Background: an optimization exercise with open tools, aiming at small area and a short achievable clock period. Do not read the settings as production practice. The RTL was checked by simulation tests, not by an equivalence proof against the original design. No activity file was given, so power comes from the tool's default toggle rates.

File: flow/flow/run.sh
#!/bin/bash
# Standard layout (standard synthesis included) with these changes:
#  - port buffers are buf_2 cells instead of the delay-cell default,
#  - timing repair may resize a cell to any cell of the same function
#    (not only one with the same footprint),
#  - clock tree synthesis adds no dummy loads and clusters up to 25 sinks
#    (within 80 um) per clkbuf_16 leaf buffer.
# The make output goes to flow.log here; each ORFS step keeps its own log
# under orfs/logs.
set -euo pipefail
bash standard.sh \
  "BUFFER_PORTS_ARGS=-buffer_cell sky130_fd_sc_hd__buf_2" \
  MATCH_CELL_FOOTPRINT=0 \
  "CTS_ARGS=-sink_clustering_enable -repair_clock_nets -dont_use_dummy_load -buf_list sky130_fd_sc_hd__clkbuf_16 -sink_clustering_size 25 -sink_clustering_max_diameter 80" \
  finish > flow.log 2>&1
File: flow/standard.sh
#!/bin/bash
# synth_recipe.tcl (not shown) runs the flow's synth.tcl, then flattens the netlist and writes it again
# the make line also repeats each setting of config.mk as NAME=value (left out here)
make -C /OpenROAD-flow-scripts/flow DESIGN_CONFIG=/design/flow/config.mk WORK_HOME=/design/flow/orfs CLKGATE_MAP_FILE= SYNTH_SCRIPT=/design/flow/synth_recipe.tcl "${@:-finish}"
File: flow/config.mk
export PLATFORM = sky130hd
export DESIGN_NAME = mips_pipe
export DESIGN_NICKNAME = mips_pipe
export VERILOG_FILES = /design/flow/design.v
export SDC_FILE = /design/flow/constraint.sdc
export NUM_CORES = 4
export LEC_CHECK = 0
export CAP_MARGIN = 20
export CORE_MARGIN = 2
export CORE_UTILIZATION = 40
export PLACE_DENSITY = 0.55
export SETUP_SLACK_MARGIN = 3.4
export SLEW_MARGIN = 20
export TNS_END_PERCENT = 100
File: flow/constraint.sdc
create_clock -name core_clock -period 6.5 [get_ports {clk}]
set_input_delay 1.3000 -clock core_clock [delete_from_list [all_inputs] [get_ports {clk}]]
set_output_delay 1.3000 -clock core_clock [all_outputs]
set_load 0.01 [all_outputs]
File: flow/design.v
package mips_pkg;
  typedef union packed {
    struct packed {
      logic [5:0] op;
      logic [4:0] rs;
      logic [4:0] rt;
      logic [4:0] rd;
      logic [4:0] shamt;
      logic [5:0] funct;
    } r_fmt;
    struct packed {
      logic [5:0]  op;
      logic [4:0]  rs;
      logic [4:0]  rt;
      logic [15:0] imm;
    } i_fmt;
    struct packed {
      logic [5:0]  op;
      logic [25:0] target;
    } j_fmt;
  } mips_instr_u;
  typedef enum logic [2:0] {
    ALU_AND = 3'b000,
    ALU_OR  = 3'b001,
    ALU_ADD = 3'b010,
    ALU_SUB = 3'b110,
    ALU_SLT = 3'b111
  } alu_ctrl_e;
endpackage
`timescale 1ns/100ps
module mips_ctrl (
  input  logic [31:0] instr,
  output logic        regwrite,    
  output logic [4:0]  writereg,    
  output logic        memwrite,
  output logic        memtoreg,
  output logic        alusrc,      
  output logic        jal,
  output logic        branch,
  output logic        jump,        
  output logic        jr,
  output logic [4:0]  alusel,      
  output logic        sub          
);
  logic [5:0] op, fn;
  logic       rtype, r_add, r_sub, r_and, r_or, r_slt, r_alu;
  logic       is_lw, is_sw, is_addi, is_beq, is_j, is_jal;
  logic       wr_en;
  assign op = instr[31:26];
  assign fn = instr[5:0];
  assign rtype   = (op == 6'b000000);
  assign r_add   = rtype && (fn == 6'b100000);
  assign r_sub   = rtype && (fn == 6'b100010);
  assign r_and   = rtype && (fn == 6'b100100);
  assign r_or    = rtype && (fn == 6'b100101);
  assign r_slt   = rtype && (fn == 6'b101010);
  assign r_alu   = r_add || r_sub || r_and || r_or || r_slt;
  assign jr      = rtype && (fn == 6'b001000);
  assign is_lw   = (op == 6'b100011);
  assign is_sw   = (op == 6'b101011);
  assign is_addi = (op == 6'b001000);
  assign is_beq  = (op == 6'b000100);
  assign is_j    = (op == 6'b000010);
  assign is_jal  = (op == 6'b000011);
  assign writereg = is_jal ? 5'd31 :
                    rtype  ? instr[15:11] : instr[20:16];
  assign wr_en    = r_alu || is_lw || is_addi || is_jal;
  assign regwrite = wr_en && (writereg != 5'd0);
  assign memwrite = is_sw;
  assign memtoreg = is_lw;
  assign alusrc   = is_lw || is_sw || is_addi;
  assign jal      = is_jal;
  assign branch   = is_beq;
  assign jump     = is_j || is_jal;
  assign alusel   = {is_jal, r_slt, r_or, r_and, !(r_and || r_or || r_slt || is_jal)};
  assign sub      = r_sub || r_slt;
endmodule
`timescale 1ns/100ps
module mips_regfile (
  input  logic        clk,
  input  logic        we,     
  input  logic [4:0]  wa,
  input  logic [31:0] wd,
  input  logic [4:0]  ra1,
  input  logic [4:0]  ra2,
  output logic [31:0] rd1,
  output logic [31:0] rd2
);
  logic [31:0] rf [1:31];
  logic [31:1] wsel, sel1, sel2;
  logic        hit1, hit2;
  for (genvar i = 1; i < 32; i++) begin : g_reg
    assign wsel[i] = we && (wa == i);
    always_ff @(posedge clk) begin
      if (wsel[i])
        rf[i] <= wd;
    end
    assign sel1[i] = (ra1 == i) && !wsel[i];
    assign sel2[i] = (ra2 == i) && !wsel[i];
  end
  assign hit1 = we && (wa == ra1);
  assign hit2 = we && (wa == ra2);
  always_comb begin
    rd1 = {32{hit1}} & wd;
    rd2 = {32{hit2}} & wd;
    for (int i = 1; i < 32; i++) begin
      rd1 = rd1 | ({32{sel1[i]}} & rf[i]);
      rd2 = rd2 | ({32{sel2[i]}} & rf[i]);
    end
  end
endmodule
`timescale 1ns/100ps
module mips_alu (
  input  logic [31:0] a,
  input  logic [31:0] b,
  input  logic [31:0] link,
  input  logic        sub,      
  input  logic        op_add,   
  input  logic        op_and,
  input  logic        op_or,
  input  logic        op_slt,
  input  logic        op_link,
  output logic [31:0] y
);
  logic [31:0] bx, sum;
  logic        lt;
  assign bx = b ^ {32{sub}};
  mips_add #(.W(32)) u_add (
    .a   (a),
    .b   (bx),
    .cin (sub),
    .s   (sum)
  );
  assign lt  = (a[31] == bx[31]) ? a[31] : sum[31];
  assign y = ({32{op_add}}  & sum) |
             ({32{op_and}}  & (a & b)) |
             ({32{op_or}}   & (a | b)) |
             ({32{op_link}} & link) |
             {31'd0, op_slt & lt};
endmodule
module mips_add #(
  parameter int W = 32
) (
  input  logic [W-1:0] a,
  input  logic [W-1:0] b,
  input  logic         cin,
  output logic [W-1:0] s
);
  localparam int L = (W > 16) ? 5 : (W > 8) ? 4 : (W > 4) ? 3 : (W > 2) ? 2 : 1;
  logic [W-1:0] g [L+1];
  logic [W-1:0] p [L+1];
  assign g[0] = (a & b) | {{(W-1){1'b0}}, (a[0] ^ b[0]) & cin};
  assign p[0] = a ^ b;
  for (genvar l = 0; l < L; l++) begin : g_lvl
    for (genvar i = 0; i < W; i++) begin : g_bit
      if (i >= (1 << l)) begin : g_op
        assign g[l+1][i] = g[l][i] | (p[l][i] & g[l][i - (1 << l)]);
        assign p[l+1][i] = p[l][i] & p[l][i - (1 << l)];
      end else begin : g_pass
        assign g[l+1][i] = g[l][i];
        assign p[l+1][i] = p[l][i];
      end
    end
  end
  assign s = p[0] ^ {g[L][W-2:0], cin};
endmodule
`timescale 1ns/100ps
module mips_datapath (
  input  logic        clk,
  input  logic        rst_n,
  output logic [31:0] pc_f,
  input  logic [31:0] instr_f,
  output logic        memwrite_m,
  output logic [31:0] aluout_m,
  output logic [31:0] writedata_m,
  input  logic [31:0] readdata_m
);
  logic        regwrite_f, memwrite_f, memtoreg_f, alusrc_f, jal_f;
  logic        branch_f, jump_f, jr_f, sub_f;
  logic [4:0]  alusel_f;
  logic [4:0]  writereg_f;
  logic [31:0] rd1_f, rd2_f, srcb_f, simm_f;
  logic [31:2] pcbranch_f;
  logic [31:0] target_f;
  logic [16:0] brlo_f;
  logic [13:0] brhi_f, brinc_f, brdec_f;
  logic        regwrite_d, memwrite_d, memtoreg_d;
  logic        branch_d, jump_d, jr_d, sub_d;
  logic [4:0]  alusel_d;
  logic [4:0]  writereg_d;
  logic [31:0] rd1_d, srcb_d, target_d, aluout_d;
  logic [31:0] pcplus4_f, pcother_d, pcnext_f;
  logic        taken_d;
  logic        regwrite_e, memwrite_e, memtoreg_e;
  logic [4:0]  writereg_e;
  logic [31:0] aluout_e, writedata_e;
  logic        regwrite_m, memtoreg_m;
  logic [4:0]  writereg_m;
  logic [31:0] result_m;
  mips_ctrl u_ctrl (
    .instr    (instr_f),
    .regwrite (regwrite_f),
    .writereg (writereg_f),
    .memwrite (memwrite_f),
    .memtoreg (memtoreg_f),
    .alusrc   (alusrc_f),
    .jal      (jal_f),
    .branch   (branch_f),
    .jump     (jump_f),
    .jr       (jr_f),
    .alusel   (alusel_f),
    .sub      (sub_f)
  );
  mips_regfile u_rf (
    .clk (clk),
    .we  (regwrite_m),
    .wa  (writereg_m),
    .wd  (result_m),
    .ra1 (instr_f[25:21]),
    .ra2 (instr_f[20:16]),
    .rd1 (rd1_f),
    .rd2 (rd2_f)
  );
  assign simm_f = {{16{instr_f[15]}}, instr_f[15:0]};
  mips_add #(.W(17)) u_bradd (
    .a   ({1'b0, pc_f[17:2]}),
    .b   ({1'b0, instr_f[15:0]}),
    .cin (1'b1),
    .s   (brlo_f)
  );
  assign brhi_f = pc_f[31:18];
  for (genvar i = 0; i < 14; i++) begin : g_brhi
    if (i == 0) begin : g_lsb
      assign brinc_f[i] = !brhi_f[i];
      assign brdec_f[i] = !brhi_f[i];
    end else begin : g_bit
      assign brinc_f[i] = brhi_f[i] ^ (&brhi_f[i-1:0]);
      assign brdec_f[i] = brhi_f[i] ^ !(|brhi_f[i-1:0]);
    end
  end
  assign pcbranch_f[17:2]  = brlo_f[15:0];
  assign pcbranch_f[31:18] = (brlo_f[16] == instr_f[15]) ? brhi_f :
                             brlo_f[16] ? brinc_f : brdec_f;
  assign target_f = memwrite_f ? rd2_f :
                    jump_f     ? {pcplus4_f[31:28], instr_f[25:0], 2'b00} :
                                 {pcbranch_f, pc_f[1:0]};
  assign srcb_f = alusrc_f ? simm_f : rd2_f;
  assign pcplus4_f[1:0] = pc_f[1:0];
  for (genvar i = 2; i < 32; i++) begin : g_inc
    assign pcplus4_f[i] = pc_f[i] ^ (&pc_f[i-1:2] | (i == 2));
  end
  assign pcother_d  = jr_d ? rd1_d : pcplus4_f;
  assign taken_d    = jump_d || (branch_d && (rd1_d == srcb_d));
  assign pcnext_f   = taken_d ? target_d : pcother_d;
  mips_alu u_alu (
    .a       (rd1_d),
    .b       (srcb_d),
    .link    (pcplus4_f),
    .sub     (sub_d),
    .op_add  (alusel_d[0]),
    .op_and  (alusel_d[1]),
    .op_or   (alusel_d[2]),
    .op_slt  (alusel_d[3]),
    .op_link (alusel_d[4]),
    .y       (aluout_d)
  );
  assign result_m = memtoreg_m ? readdata_m : aluout_m;
  always_ff @(posedge clk or negedge rst_n) begin
    if (!rst_n) begin
      pc_f       <= 32'h0000_0000;
      regwrite_d <= 1'b0;
      memwrite_d <= 1'b0;
      branch_d   <= 1'b0;
      jump_d     <= 1'b0;
      jr_d       <= 1'b0;
      regwrite_e <= 1'b0;
      memwrite_e <= 1'b0;
      regwrite_m <= 1'b0;
      memwrite_m <= 1'b0;
    end else begin
      pc_f       <= pcnext_f;
      regwrite_d <= regwrite_f;
      memwrite_d <= memwrite_f;
      branch_d   <= branch_f;
      jump_d     <= jump_f;
      jr_d       <= jr_f;
      regwrite_e <= regwrite_d;
      memwrite_e <= memwrite_d;
      regwrite_m <= regwrite_e;
      memwrite_m <= memwrite_e;
    end
  end
  always_ff @(posedge clk) begin
    memtoreg_d  <= memtoreg_f;
    alusel_d    <= alusel_f;
    sub_d       <= sub_f;
    writereg_d  <= writereg_f;
    rd1_d       <= rd1_f;
    srcb_d      <= srcb_f;
    target_d    <= target_f;
    aluout_e    <= aluout_d;
    writedata_e <= target_d;
    memtoreg_e  <= memtoreg_d;
    writereg_e  <= writereg_d;
    aluout_m    <= aluout_e;
    writedata_m <= writedata_e;
    memtoreg_m  <= memtoreg_e;
    writereg_m  <= writereg_e;
  end
endmodule
`timescale 1ns/100ps
module mips_pipe (
  input  logic        clk,
  input  logic        rst_n,
  output logic [31:0] pc_f,
  input  logic [31:0] instr_f,
  output logic        memwrite_m,
  output logic [31:0] aluout_m,
  output logic [31:0] writedata_m,
  input  logic [31:0] readdata_m
);
  mips_datapath u_dp (
    .clk         (clk),
    .rst_n       (rst_n),
    .pc_f        (pc_f),
    .instr_f     (instr_f),
    .memwrite_m  (memwrite_m),
    .aluout_m    (aluout_m),
    .writedata_m (writedata_m),
    .readdata_m  (readdata_m)
  );
endmodule
==> flow_summary.ini, run 1 <==
[status]
status = finished clean

[worst_setup_path]
end_kind = flip-flop
start_kind = primary input
path_max_fanout = 19
critPathKind = in -> reg
crit_start = instr_f[22]
reg2reg_from = u_dp.regwrite_m$_DFF_PN0_
cp.required_ns = 7.08
worst_ep_arrival_time_ns = 3.85

[sta]
setup_viol = 0
relSlewSlack = 0.1693
slew_viol_final = 0
max_freq_mhz = 306.3
fin_tns_setup_ns = 0
tightest_slew_ns = 1.211
fin_worst_skew_ns = 0.06170
hold_viol = 0
finalCritPeriodShare = 0.5023
timing.final.ws_setup_ns = 3.235
rsz0062_at_grt = true
timing.final.crit_period_ns = 3.265

[global_routing]
grt_pass1_wl_um = 357400
grt_max_degree = 47
grt_pass1_vias = 42480
grt_use_total = 0.3704
antenna_found_initial = 15
overflow = 0

[synthesis]
synth_fp_nets = 4285
yosysUniqueCellTypes = 80
async_flop_share = 0.03201
synth-main-ff-cell = edfxtp_1
synth_edf_count = 992
postSynthAreaPerCell_um2 = 13.34
ys.warnings.count = 9
seq_area_frac_synth = 0.6538
syn_inst = 4102
ys_ff_latch = 1281
synth_area_um2 = 54730

[layout]
drive_above_1_share = 0.1947
fillerInstances = 11880
syn_to_final_growth_pct = 15.62
layout.nets = 4556

[clocking]
cts_buffers = 61
cts_tree = yes
clk_latency_ns = 0.76
cts.path.max_buffers = 3
path_clk_slew_ns = 0.10
h-tree-depth = 2
cts-root-buf = clkbuf_16
clock-sinks = 1281

[detailed_routing]
drt_first_pass_iters = 10
via_per_inst = 7.444
vias = 45880
wl_met1_um = 92170
top_layer_used = met5
wl_met3_um = 44320
drc = 0
routedWlPerCell_um = 43.72
met2WireLength_um = 110000
wirelength_um = 269400
drt_iter0_drc = 10760
postRouteAntennaNets = 0

[place]
portBuffers = 162
place_congestion = 0.9779
dp_slack_ns = 1.849
detailed_place_hpwl_um = 152600

[floorplanning]
initial_core_util = 0.4035
core_area_um2 = 135600
die_y_um = 373.9
rows = 135
die_w_um = 373.9
dieArea_um2 = 139800
boundaryPins = 163

[power]
p_leak_nw = 21.05
max-vdd-ir-drop_uv = 175.4
p_per_area_nw_per_um2 = 311.9

[min_path]
hold_class = reg -> reg
hold_path_startpoint = u_dp.aluout_e[17]$_DFF_P_

[job]
drv_cap = 0
-- worst max-delay path, stage by stage --
cell	delay, ns
buf_2	0.27
nand2_2	0.28
nor3_2	0.29
buf_6	0.48
buf_6	0.36
a22o_1	0.19
a221oi_1	0.05
o2111ai_1	0.14
nor3_1	0.09
nand2_1	0.36
-- layout by cell type (no fill, tap or decap), types with 64 or more instances in the layout --
cell / Yosys / layout
a21oi_1: 91 / 80
a221oi_1: 100 / 95
a222oi_1: 64 / 64
a22o_1: 98 / 98
a22oi_1: 700 / 698
buf_2: 23 / 159
buf_4: 4 / 230
clkbuf_16: 0 / 64
dfxtp_1: 248 / 237
edfxtp_1: 992 / 992
ha_1: 115 / 98
inv_1: 117 / 114
nand2_1: 208 / 182
nand4_1: 173 / 173
nor2_1: 126 / 85
o21ai_0: 101 / 89
-- metrics by stage --
stage	hold slack (ns)	utilization	total power, mW	std cells	instance area, um2
after floorplan	0.3096	-	13.13	4102	55170
after global placement	0.3098	0.4339	15.03	5937	58850
after detailed placement	0.3121	0.4342	15.04	5939	58890
after CTS	0.3055	0.4579	19.32	6111	62110
after global routing	0.3097	0.4664	20.31	6159	63260
final	0.3074	0.4665	19.74	6163	63270
-- cells in the mapped netlist, drive strengths merged, types with 64 or more instances --
library cell / number / area, um2
a21oi: 91 / 455.4
a221oi: 100 / 875.8
a222oi: 64 / 640.6
a22o: 98 / 858.3
a22oi: 700 / 5255
clkbuf: 216 / 812.0
dfxtp: 248 / 4965
edfxtp: 992 / 29790
ha: 115 / 1439
inv: 117 / 439.2
mux2i: 66 / 660.6
nand2: 208 / 780.8
nand4: 173 / 1082
nor2: 128 / 499.2
nor3: 98 / 490.5
o21ai: 102 / 510.5
xor2: 64 / 560.5
-- power by group --
| group | internal, mW | total [mW] | leakage (nW) | switching [mW] |
|---|---|---|---|---|
| Sequential | 10.4 | 11.0 | 11.5 | 0.602 |
| Combinational | 1.41 | 4.48 | 8.76 | 3.07 |
| Clock | 1.67 | 4.23 | 0.752 | 2.56 |
| Total | 13.5 | 19.7 | 21.0 | 6.23 |
-- final cells by class --
type,instances,area (um2),share of cell area
sequential,1281,35810,0.5660
multi-input combinational,2433,19310,0.3051
timing repair buffer,477,3896,0.06158
tap,1781,2228,0.03522
clock buffer,61,1526,0.02412
inverter,119,476.7,0.007534
antenna,11,27.53,0.0004350
-- state kept, by name, summed over array words and instances, names as in the netlist, 5 cells and up --
signal	flops
u_dp.writedata_e	32
u_dp.rd1_d	32
u_dp.alusel_d	5
u_dp.writereg_e	5
u_dp.writedata_m	32
u_dp.writereg_d	5
u_dp.u_rf.rf	992
u_dp.writereg_m	5
u_dp.aluout_m	32
u_dp.aluout_e	32
u_dp.target_d	32
u_dp.pc_f	32
u_dp.srcb_d	32
-- kinds of logic after synthesis --
logic type	count (synthesis)	synth area share
flops	1281	0.6538
fa+ha+maj	118	0.02721
xor+xnor	109	0.01744
buf+inv	389	0.02778
compound gates	1351	0.1861
mux	82	0.01536
simple gates	772	0.07232
-- final timing paths --
path / endpoint / slack (ns) / depth (start not counted)
hold reg to reg: u_dp.aluout_m[17]$_DFF_P_ / 0.31 / 0
setup / recovery: u_dp.rd1_d[13]$_DFF_P_ / 3.23 / 10
setup reg to reg: u_dp.rd1_d[13]$_DFF_P_ / 3.28 / 13
hold / removal: u_dp.aluout_m[17]$_DFF_P_ / 0.31 / 0
max in group asynchronous: u_dp.pc_f[26]$_DFF_PN0_ / 5.22 / 2
min in group asynchronous: u_dp.memwrite_d$_DFF_PN0_ / 0.42 / 1
-- repair_timing --
action                                  4_1_cts  5_1_grt
gates cloned                                  1        3
hold buffers                                  0        0
pin swaps                                    69       49
endpoints found under the setup margin      203      140
gates resized for setup                     182      170
buffers inserted                            110       38
-- layer usage --
| layer | global-route usage | vias to the layer above |
|---|---|---|
| li1 | - | 17130 |
| met1 | 0.4621 | 22440 |
| met2 | 0.5337 | 4928 |
| met3 | 0.1519 | 1363 |
| met4 | 0.2275 | 20 |
| met5 | 0.004803 | - |
==> inputs of run 2 (changes only) <==
--- a/flow/config.mk
+++ b/flow/config.mk
@@ -7,8 +7,7 @@
 export LEC_CHECK = 0
-export CAP_MARGIN = 20
+export CAP_MARGIN = 10
 export CORE_MARGIN = 2
 export CORE_UTILIZATION = 40
-export PLACE_DENSITY = 0.55
 export SETUP_SLACK_MARGIN = 3.4
-export SLEW_MARGIN = 20
+export SLEW_MARGIN = 10
 export TNS_END_PERCENT = 100
==> flow_summary.ini, run 2 <==
[synthesis]
synth_area_um2 = 54730
ys_top_cells_by_count = 992 x edfxtp_1, 700 x a22oi_1, 248 x dfxtp_1, 215 x clkbuf_1, 208 x nand2_1
synth.largest_area_cell = edfxtp_1
yosysUniqueCellTypes = 80
synth_most_common_cell = edfxtp_1
syn_inst = 4102
async_flop_share = 0.03201
synthTopCellsByArea = edfxtp_1 54%, a22oi_1 9.6%, dfxtp_1 9.1%, ha_1 2.6%, nand4_1 2.0%
ys.warnings.count = 9
seq_area_frac_synth = 0.6538
synth_edf_count = 992
postSynthAreaPerCell_um2 = 13.34
synth-main-ff-cell = edfxtp_1
synth_fp_nets = 4285
synth_top_area_frac = 0.5443
ys_ff_latch = 1281

[sta]
timing.final.ws_setup_ns = 3.184
relSlewSlack = 0.2052
fin_tns_setup_ns = 0
rsz0062_at_grt = true
setup_viol = 0
timing.final.crit_period_ns = 3.316
fin_worst_skew_ns = 0.08643
tightest_slew_ns = 1.192
max_freq_mhz = 301.6
finalCritPeriodShare = 0.5101
slew_viol_final = 0
hold_viol = 0

[power]
combPwrFrac = 0.228
power_frac_clock = 0.213
netSwitchingFraction = 0.3161
p_sw_mw = 6.222
p_per_area_nw_per_um2 = 309.0
power_frac_seq = 0.559
p_leak_nw = 21.25
max-vdd-ir-drop_uv = 234.6
intPower_mw = 13.46

[worst_setup_path]
cp.required_ns = 7.09
start_kind = primary input
critPathKind = in -> reg
worst_path_max_delay_cell = or4_4
crit_chain = buf_12 > clkinv_16 > ha_4 > inv_2 > fa_2 > a211oi_4 > o21ai_2 > a21oi_4 > a21oi_4 > a2bb2oi_4 > or4_4 > o41ai_4 > xnor2_1 > o221ai_2
path_common_cell = a21oi_4
worst_path_largest_cell_delay_ns = 0.48
worst_ep_arrival_time_ns = 3.91
path_max_fanout = 4
path_buf_inv = 3
end_kind = flip-flop
critPathTopFamily = compound AO/OA/AOI/OAI gates

[detailed_routing]
vias = 46780
via_per_inst = 7.557
drt_iter0_drc = 11290
drt_first_pass_iters = 12
routedWlPerCell_um = 42.82
wirelength_um = 265100
postRouteAntennaNets = 0
drc = 0

[global_routing]
grt_max_degree = 47
grt_use_total = 0.3617
grt_pass1_wl_um = 351300
antenna_found_initial = 15
overflow = 0
grt_pass1_vias = 42820

[layout]
syn_to_final_growth_pct = 16.43
layout_common_cells = 992 x edfxtp_1, 695 x a22oi_1, 242 x buf_4
final_common_cell = edfxtp_1
final_cell_area_um2 = 63720
top_register = u_dp.u_rf.rf
drive_above_1_share = 0.2035
largest_reg_flops = 992
layout.nets = 4587

[clocking]
cts.path.max_buffers = 3
clock-sinks = 1281
cts-root-buf = clkbuf_16
cts_buffers = 60
clk_latency_ns = 0.76
path_clk_slew_ns = 0.09
h-tree-depth = 2
cts-hold-fix-buffers = 0
cts_tree = yes

[place]
place_congestion = 0.9717
dpl_cell_area_um2 = 58750
detailed_place_hpwl_um = 147300
dp_slack_ns = 2.053
portBuffers = 162

[floorplanning]
die_w_um = 373.9
die_y_um = 373.9
dieArea_um2 = 139800
core_area_um2 = 135600
boundaryPins = 163
rows = 135
initial_core_util = 0.4035

[status]
status = finished clean

[job]
drv_cap = 0

[min_path]
hold_class = reg -> reg
==> run 2: cell types whose count changed in the layout (fill, tap and decap cells not counted), moves of 4 or more <==
cell	change
buf_6	+13
ha_1	+7
buf_4	+12
o21ai_0	-8
ha_2	-4
nand2_2	+7
dfxtp_1	+4
mux2i_1	-7
diode_2	-4
nand2_1	-7
mux2i_4	+6
o21ai_1	+5
==> run 2: layout make-up <==
type / instances / area, um2
Multi-Input combinational cell: 2435 / 19400
Timing Repair Buffer: 507 / 4288
Sequential cell: 1281 / 35800
Tap cell: 1781 / 2228
Fill cell: 11860 / 71920
Antenna cell: 7 / 17.52
Clock buffer: 60 / 1501
Inverter: 119 / 480.5
==> run 2: worst paths after layout <==
kind	slack [ns]	startpoint	cells after the start	to
max in group asynchronous	5.33	rst_n	2	u_dp.pc_f[18]$_DFF_PN0_
min	0.32	u_dp.aluout_e[13]$_DFF_P_	0	u_dp.aluout_m[13]$_DFF_P_
max reg2reg	3.26	u_dp.sub_d$_DFF_P_	14	u_dp.aluout_e[0]$_DFF_P_
min in group asynchronous	0.67	rst_n	2	u_dp.pc_f[1]$_DFFE_PN0P_
min reg2reg	0.32	u_dp.aluout_e[13]$_DFF_P_	0	u_dp.aluout_m[13]$_DFF_P_
max	3.18	instr_f[0]	14	u_dp.target_d[31]$_DFF_P_
==> run 2: timing repair <==
item | in CTS | in global routing
setup endpoints to repair | 305 | 144
pin swaps | 69 | 72
resized for setup | 219 | 215
buffers inserted | 122 | 55
gates cloned | 7 | 3
==> run 2: worst reg2reg max path: stages (launching register included) <==
cell and delay (ns):
dfxtp_4 0.41, buf_6 0.13, buf_6 0.11, xor2_2 0.15, ha_2 0.20, a2111o_1 0.41, a31oi_4 0.25, nor3_2 0.06
buf_4 0.16, nor3_4 0.29, o31ai_2 0.11, a21oi_2 0.17, o21ai_2 0.10, or4b_4 0.54, nand3_2 0.08
==> run 2: cell families after synthesis <==
kind of cell | synth area share
muxes | 0.01536
and+or+nand+nor | 0.07232
AOI/OAI and AO/OA | 0.1861
buffers and inverters | 0.02778
adders and majority gates | 0.02721
xor gates and xnor gates | 0.01744
DFF | 0.6538
==> run 2: power by group through the flow <==
| stage | Combinational (mW) | Clock [mW] | Sequential (mW) |
|---|---|---|---|
| after floorplan | 2.15 | 0 | 11.0 |
| after global placement | 3.83 | 0 | 11.1 |
| after global routing | 4.73 | 4.43 | 11.1 |
| after CTS | 4.09 | 4.17 | 11.0 |
| after detailed placement | 3.87 | 0 | 11.1 |
| final | 4.49 | 4.20 | 11.0 |
==> run 2: per-stage QoR <==
step	cells	hold WS, ns	total power [mW]	util
finish	6190	0.3175	19.69	0.4698
global route	6185	0.3290	20.22	0.4697
CTS	6125	0.3125	19.23	0.4594
detailed placement	5936	0.3121	15.00	0.4331
global placement	5936	0.3096	14.98	0.4331
floorplan	4102	0.3096	13.13	-
==> run 2: routing by layer <==
| layer | up-vias | track usage | part of all wire |
|---|---|---|---|
| li1 | 17210 | - | - |
| met1 | 22450 | 0.4351 | 0.32 |
| met2 | 5533 | 0.5161 | 0.41 |
| met3 | 1576 | 0.1791 | 0.18 |
| met4 | 14 | 0.2238 | 0.087 |
| met5 | - | 0 | 0.00055 |

-- separate check: timing with driven ports --
No port has a modelled driver above. Below, the same layouts with a new extraction and two added sets of constraints.
Step 1 (the two cells are an assumption about what drives the block):
set clk [get_ports {clk}]
set_driving_cell -lib_cell sky130_fd_sc_hd__clkbuf_16 $clk
set_driving_cell -lib_cell sky130_fd_sc_hd__buf_2 [delete_from_list [all_inputs] $clk]
Step 2 also shifts input and output timing later by t, the mid clock arrival at the registers, as if the neighbouring blocks saw the same clock.
Slacks: ideal / step 1 / step 2; pairs: ideal / step 1.
| run | shift t [ns] | slack for setup (ns) | hold slack, ns | worst setup path after step 2 | worst slew at a driven data input, ns |
|---|---|---|---|---|---|
| run 1 | 0.816 | 3.235 / 3.244 / 2.429 | 0.307 / 0.307 / 0.307 | input to register | 0.16 |
| run 2 | 0.813 | 3.184 / 3.217 / 2.404 | 0.318 / 0.318 / 0.318 | input to register | 0.21 |
After both steps setup and hold are still met in every run listed. The setup slack of run 1, which loses most, moves by +0.009 ns with the drivers and by -0.806 ns with both steps.
